From an optimization exercise on the open Yosys and OpenROAD flow, aimed at small area; shortcuts taken in it are not production practice. The RTL was checked by simulation tests, not by an equivalence proof against the original design. No activity file was given, so power comes from the tool's default toggle rates.

==> inputs of trial 74 <==
==> flow/design.v <==
module grf_trace #(
  parameter int TRACE_DEPTH = 4,
  parameter int TRACE_AW    = 2
) (
  input  logic                clk,
  input  logic                reset,
  input  logic [4:0]          ra1,
  input  logic [4:0]          ra2,
  output logic [31:0]         rd1,
  output logic [31:0]         rd2,
  input  logic                we,
  input  logic [4:0]          wa,
  input  logic [31:0]         wd,
  input  logic [31:0]         wpc,
  output logic                trace_valid,
  input  logic                trace_ready,
  output logic [31:0]         trace_pc,
  output logic [4:0]          trace_addr,
  output logic [31:0]         trace_data,
  output logic [TRACE_AW:0]   trace_count,
  output logic                trace_overflow
);
  typedef struct packed {
    logic [31:0] pc;
    logic [4:0]  addr;
    logic [31:0] data;
  } trace_ent_t;
  logic [31:0][31:0]   regs;
  localparam int ENT_W = 32 + 5 + 32;   
  logic [TRACE_DEPTH-1:0][ENT_W-1:0] fifo;
  logic [TRACE_AW-1:0] wr_ptr, rd_ptr;
  logic [TRACE_AW:0]   count;
  logic                push, pop, full, accept;
  assign push   = we && (wa != 5'd0);
  assign full   = (count == (TRACE_AW+1)'(TRACE_DEPTH));
  assign pop    = trace_valid && trace_ready;
  assign accept = push && (!full || pop);
  assign trace_valid = (count != '0);
  assign trace_count = count;
  trace_ent_t          head;
  assign head        = fifo[rd_ptr];
  assign trace_pc    = head.pc;
  assign trace_addr  = head.addr;
  assign trace_data  = head.data;
  always_comb begin
    rd1 = regs[ra1];
    if (ra1 == 5'd0)             rd1 = '0;
    else if (we && (wa == ra1))  rd1 = wd;
  end
  always_comb begin
    rd2 = regs[ra2];
    if (ra2 == 5'd0)             rd2 = '0;
    else if (we && (wa == ra2))  rd2 = wd;
  end
  always_ff @(posedge clk or posedge reset) begin
    if (reset) begin
      regs <= '0;
    end else if (push) begin
      regs[wa] <= wd;
    end
  end
  always_ff @(posedge clk or posedge reset) begin
    if (reset) begin
      wr_ptr         <= '0;
      rd_ptr         <= '0;
      count          <= '0;
      trace_overflow <= 1'b0;
      fifo           <= '0;
    end else begin
      if (accept) begin
        fifo[wr_ptr] <= {wpc, wa, wd};
        wr_ptr       <= wr_ptr + 1'b1;
      end
      if (pop) rd_ptr <= rd_ptr + 1'b1;
      case ({accept, pop})
        2'b10:   count <= count + 1'b1;
        2'b01:   count <= count - 1'b1;
        default: count <= count;
      endcase
      if (push && full && !pop) trace_overflow <= 1'b1;
    end
  end
endmodule
==> flow/run.sh <==
#!/bin/bash
# synth_recipe.tcl (not shown) runs the flow's synth.tcl, then flattens the netlist and writes it again
# the make line also repeats each setting of config.mk as NAME=value (left out here)
make -C /OpenROAD-flow-scripts/flow DESIGN_CONFIG=/design/flow/config.mk WORK_HOME=/design/flow/orfs CLKGATE_MAP_FILE= SYNTH_SCRIPT=/design/flow/synth_recipe.tcl finish
==> flow/config.mk <==
export PLATFORM = sky130hd
export DESIGN_NAME = grf_trace
export DESIGN_NICKNAME = grf_trace
export VERILOG_FILES = /design/flow/design.v
export SDC_FILE = /design/flow/constraint.sdc
export NUM_CORES = 4
export LEC_CHECK = 0
export CAP_MARGIN = 20
export CORE_MARGIN = 2
export CORE_UTILIZATION = 40
export SLEW_MARGIN = 20
==> flow/constraint.sdc <==
create_clock -name core_clock -period 6.0 [get_ports {clk}]
set_input_delay 1.2000 -clock core_clock [delete_from_list [all_inputs] [get_ports {clk}]]
set_output_delay 1.2000 -clock core_clock [all_outputs]
set_load 0.01 [all_outputs]
==> inputs of build 58, as changes to trial 74 <==
==> flow/design.v, changed modules only <==
module grf_ld #(parameter int W = 32) (
  input  logic         ld,
  input  logic         hold,
  input  logic [W-1:0] d,
  input  logic [W-1:0] q,
  output logic [W-1:0] q_next
);
  assign q_next = ({W{ld}} & d) | ({W{hold}} & q);
endmodule
module grf_aoi222 (
  input  logic [2:0] a,
  input  logic [2:0] b,
  output logic       y_n
);
  assign y_n = ~|(a & b);
endmodule
module grf_nand2 (
  input  logic a,
  input  logic b,
  output logic y_n
);
  assign y_n = ~(a & b);
endmodule
module grf_nandn #(parameter int N = 11) (
  input  logic [N-1:0] x_n,
  output logic         y
);
  assign y = ~&x_n;
endmodule
module grf_ao22 (
  input  logic [1:0] a,
  input  logic [1:0] b,
  output logic       y
);
  assign y = |(a & b);
endmodule
module grf_rdbit (
  input  logic [31:1] sel,
  input  logic [31:1] d,
  input  logic        byp,
  input  logic        nbyp,
  input  logic        wd,
  output logic        y
);
  logic [10:0] t_n;
  logic        r;
  for (genvar g = 0; g < 10; g++) begin : g_aoi
    grf_aoi222 u_aoi (.a(sel[3*g+1 +: 3]), .b(d[3*g+1 +: 3]), .y_n(t_n[g]));
  end
  grf_nand2 u_last (.a(sel[31]), .b(d[31]), .y_n(t_n[10]));
  grf_nandn #(.N(11)) u_or (.x_n(t_n), .y(r));
  grf_ao22 u_byp (.a({byp, nbyp}), .b({wd, r}), .y(y));
endmodule
module grf_aor4 (
  input  logic [3:0] sel,
  input  logic [3:0] d,
  output logic       y
);
  assign y = |(sel & d);
endmodule
module grf_trace #(
  parameter int TRACE_DEPTH = 4,
  parameter int TRACE_AW    = 2
) (
  input  logic                clk,
  input  logic                reset,
  input  logic [4:0]          ra1,
  input  logic [4:0]          ra2,
  output logic [31:0]         rd1,
  output logic [31:0]         rd2,
  input  logic                we,
  input  logic [4:0]          wa,
  input  logic [31:0]         wd,
  input  logic [31:0]         wpc,
  output logic                trace_valid,
  input  logic                trace_ready,
  output logic [31:0]         trace_pc,
  output logic [4:0]          trace_addr,
  output logic [31:0]         trace_data,
  output logic [TRACE_AW:0]   trace_count,
  output logic                trace_overflow
);
  localparam int ENT_W = 32 + 5 + 32;
  logic [31:1][31:0] regs, regs_d;
  logic [31:1]       valid;
  logic [31:1]       wsel;
  logic              push;
  assign push = we && (wa != 5'd0);
  for (genvar i = 1; i < 32; i++) begin : g_reg
    assign wsel[i] = we && (wa == 5'(i));
    grf_ld #(.W(32)) u_ld (.ld(wsel[i]), .hold(!wsel[i]), .d(wd), .q(regs[i]), .q_next(regs_d[i]));
  end
  always_ff @(posedge clk) regs <= regs_d;
  always_ff @(posedge clk or posedge reset)
    if (reset) valid <= '0;
    else       valid <= valid | wsel;
  logic        byp1, byp2;
  logic [31:1] sel1, sel2;
  assign byp1 = we && (wa == ra1) && (ra1 != 5'd0);
  assign byp2 = we && (wa == ra2) && (ra2 != 5'd0);
  for (genvar i = 1; i < 32; i++) begin : g_sel
    assign sel1[i] = (ra1 == 5'(i)) && valid[i];
    assign sel2[i] = (ra2 == 5'(i)) && valid[i];
  end
  for (genvar b = 0; b < 32; b++) begin : g_rd
    logic [31:1] col;
    for (genvar i = 1; i < 32; i++) begin : g_col
      assign col[i] = regs[i][b];
    end
    grf_rdbit u_rd1 (.sel(sel1), .d(col), .byp(byp1), .nbyp(!byp1), .wd(wd[b]), .y(rd1[b]));
    grf_rdbit u_rd2 (.sel(sel2), .d(col), .byp(byp2), .nbyp(!byp2), .wd(wd[b]), .y(rd2[b]));
  end
  logic [TRACE_DEPTH-1:0][ENT_W-1:0] fifo, fifo_d;
  logic [TRACE_AW-1:0]    wr_ptr, rd_ptr;
  logic [TRACE_AW:0]      count;
  logic                   pop, full, accept;
  logic [TRACE_DEPTH-1:0] fld, fsel;
  assign full   = count[TRACE_AW];
  assign pop    = trace_valid && trace_ready;
  assign accept = push && (!full || pop);
  assign trace_valid = (count != '0);
  assign trace_count = count;
  for (genvar e = 0; e < TRACE_DEPTH; e++) begin : g_fifo
    assign fld[e]  = accept && (wr_ptr == TRACE_AW'(e));
    assign fsel[e] = (rd_ptr == TRACE_AW'(e));
    grf_ld #(.W(ENT_W)) u_ld (.ld(fld[e]), .hold(!fld[e]), .d({wpc, wa, wd}), .q(fifo[e]), .q_next(fifo_d[e]));
  end
  always_ff @(posedge clk) fifo <= fifo_d;
  logic [ENT_W-1:0] head;
  for (genvar b = 0; b < ENT_W; b++) begin : g_head
    logic [TRACE_DEPTH-1:0] col;
    for (genvar e = 0; e < TRACE_DEPTH; e++) begin : g_col
      assign col[e] = fifo[e][b];
    end
    grf_aor4 u_mux (.sel(fsel), .d(col), .y(head[b]));
  end
  assign trace_pc   = head[ENT_W-1 -: 32];
  assign trace_addr = head[31+5 -: 5];
  assign trace_data = head[31:0];
  always_ff @(posedge clk or posedge reset) begin
    if (reset) begin
      wr_ptr         <= '0;
      rd_ptr         <= '0;
      count          <= '0;
      trace_overflow <= 1'b0;
    end else begin
      if (accept) wr_ptr <= wr_ptr + 1'b1;
      if (pop)    rd_ptr <= rd_ptr + 1'b1;
      case ({accept, pop})
        2'b10:   count <= count + 1'b1;
        2'b01:   count <= count - 1'b1;
        default: count <= count;
      endcase
      if (push && full && !pop) trace_overflow <= 1'b1;
    end
  end
endmodule
==> flow/flow/run.sh (new file) <==
#!/bin/bash
# Own layout flow: the standard flow (the standard.sh) with smaller port
# buffers and a clock tree built from small clock buffers without dummy
# loads. ORFS writes each step's full log under orfs/logs; the make output
# goes to run.log here.
set -e
export BUFFER_PORTS_ARGS="-buffer_cell sky130_fd_sc_hd__buf_1"
export CTS_ARGS="-sink_clustering_enable -repair_clock_nets -dont_use_dummy_load -buf_list {sky130_fd_sc_hd__clkbuf_4 sky130_fd_sc_hd__clkbuf_8} -sink_clustering_size 24"
bash standard.sh > run.log 2>&1
==> flow/standard.sh (new file) <==
#!/bin/bash
# synth_recipe.tcl (not shown) runs the flow's synth.tcl, then flattens the netlist and writes it again
# the make line also repeats each setting of config.mk as NAME=value (left out here)
make -C /OpenROAD-flow-scripts/flow DESIGN_CONFIG=/design/flow/config.mk WORK_HOME=/design/flow/orfs CLKGATE_MAP_FILE= SYNTH_SCRIPT=/design/flow/synth_recipe.tcl "${@:-finish}"
CORE_UTILIZATION = 60   (was 40)
SETUP_SLACK_MARGIN = 0.25   (was default)
SYNTH_HIERARCHICAL = 1   (was default)
removed: flow/run.sh
==> comparison table <==
item                                                                   trial 74                 build 58
Count leader, synth                                    sky130_fd_sc_hd__dfrtp_1  sky130_fd_sc_hd__a22o_1
End of the critical path                                                rd1[14]                   rd2[5]
Flip-flop and latch share of the layout cell area                         41.5%                    47.1%
Total detailed-routing wirelength                                        236 mm                   219 mm
Net switching fraction of the power                                       30.8%                    32.0%
Full die area                                                        174000 um2                88700 um2
Hold_sp                                                                 regs[2]                  fifo[5]
Ratio of cells with drive above 1 in the final layout                     40.3%                    12.0%
Clock sink count                                                           1308                     1307
Hold slack                                                             0.394 ns                 0.467 ns
Critical Path Start                                                       wa[0]                   ra2[2]
Via count                                                                 46.9k                    48.2k
Post-layout utilization of the core                                       46.6%                    65.7%
Outcome                                                 complete, no violations  complete, no violations

## re-timing with driven ports
The flow's constraints put no driver on any port. The routed layouts listed below were extracted and timed again, unchanged, in two steps. Step 1 (the two cells are an assumption about what drives the block):
set clk [get_ports {clk}]
set_driving_cell -lib_cell sky130_fd_sc_hd__clkbuf_16 $clk
set_driving_cell -lib_cell sky130_fd_sc_hd__buf_2 [delete_from_list [all_inputs] $clk]
Step 2 moves the port delays by t, midway between the first and last clock arrival at a register: inputs arrive t later, outputs are due t later. That takes back most of the time a late clock gives input paths. Three values: no drivers, after step 1, after step 2; two values: the first two.
| run | shift t [ns] | setup WS [ns] | clock arrival spread, ns |
|---|---|---|---|
| trial 74 | 0.887 | 0.044 / 0.016 / 0.016 | 0.037 / 0.037 |
| build 58 | 0.943 | 0.247 / 0.102 / 0.102 | 0.074 / 0.074 |
After both steps every run listed still meets setup and hold. For build 58, which loses most, drivers alone change the setup slack by -0.145 ns; drivers and shift together by -0.145 ns.
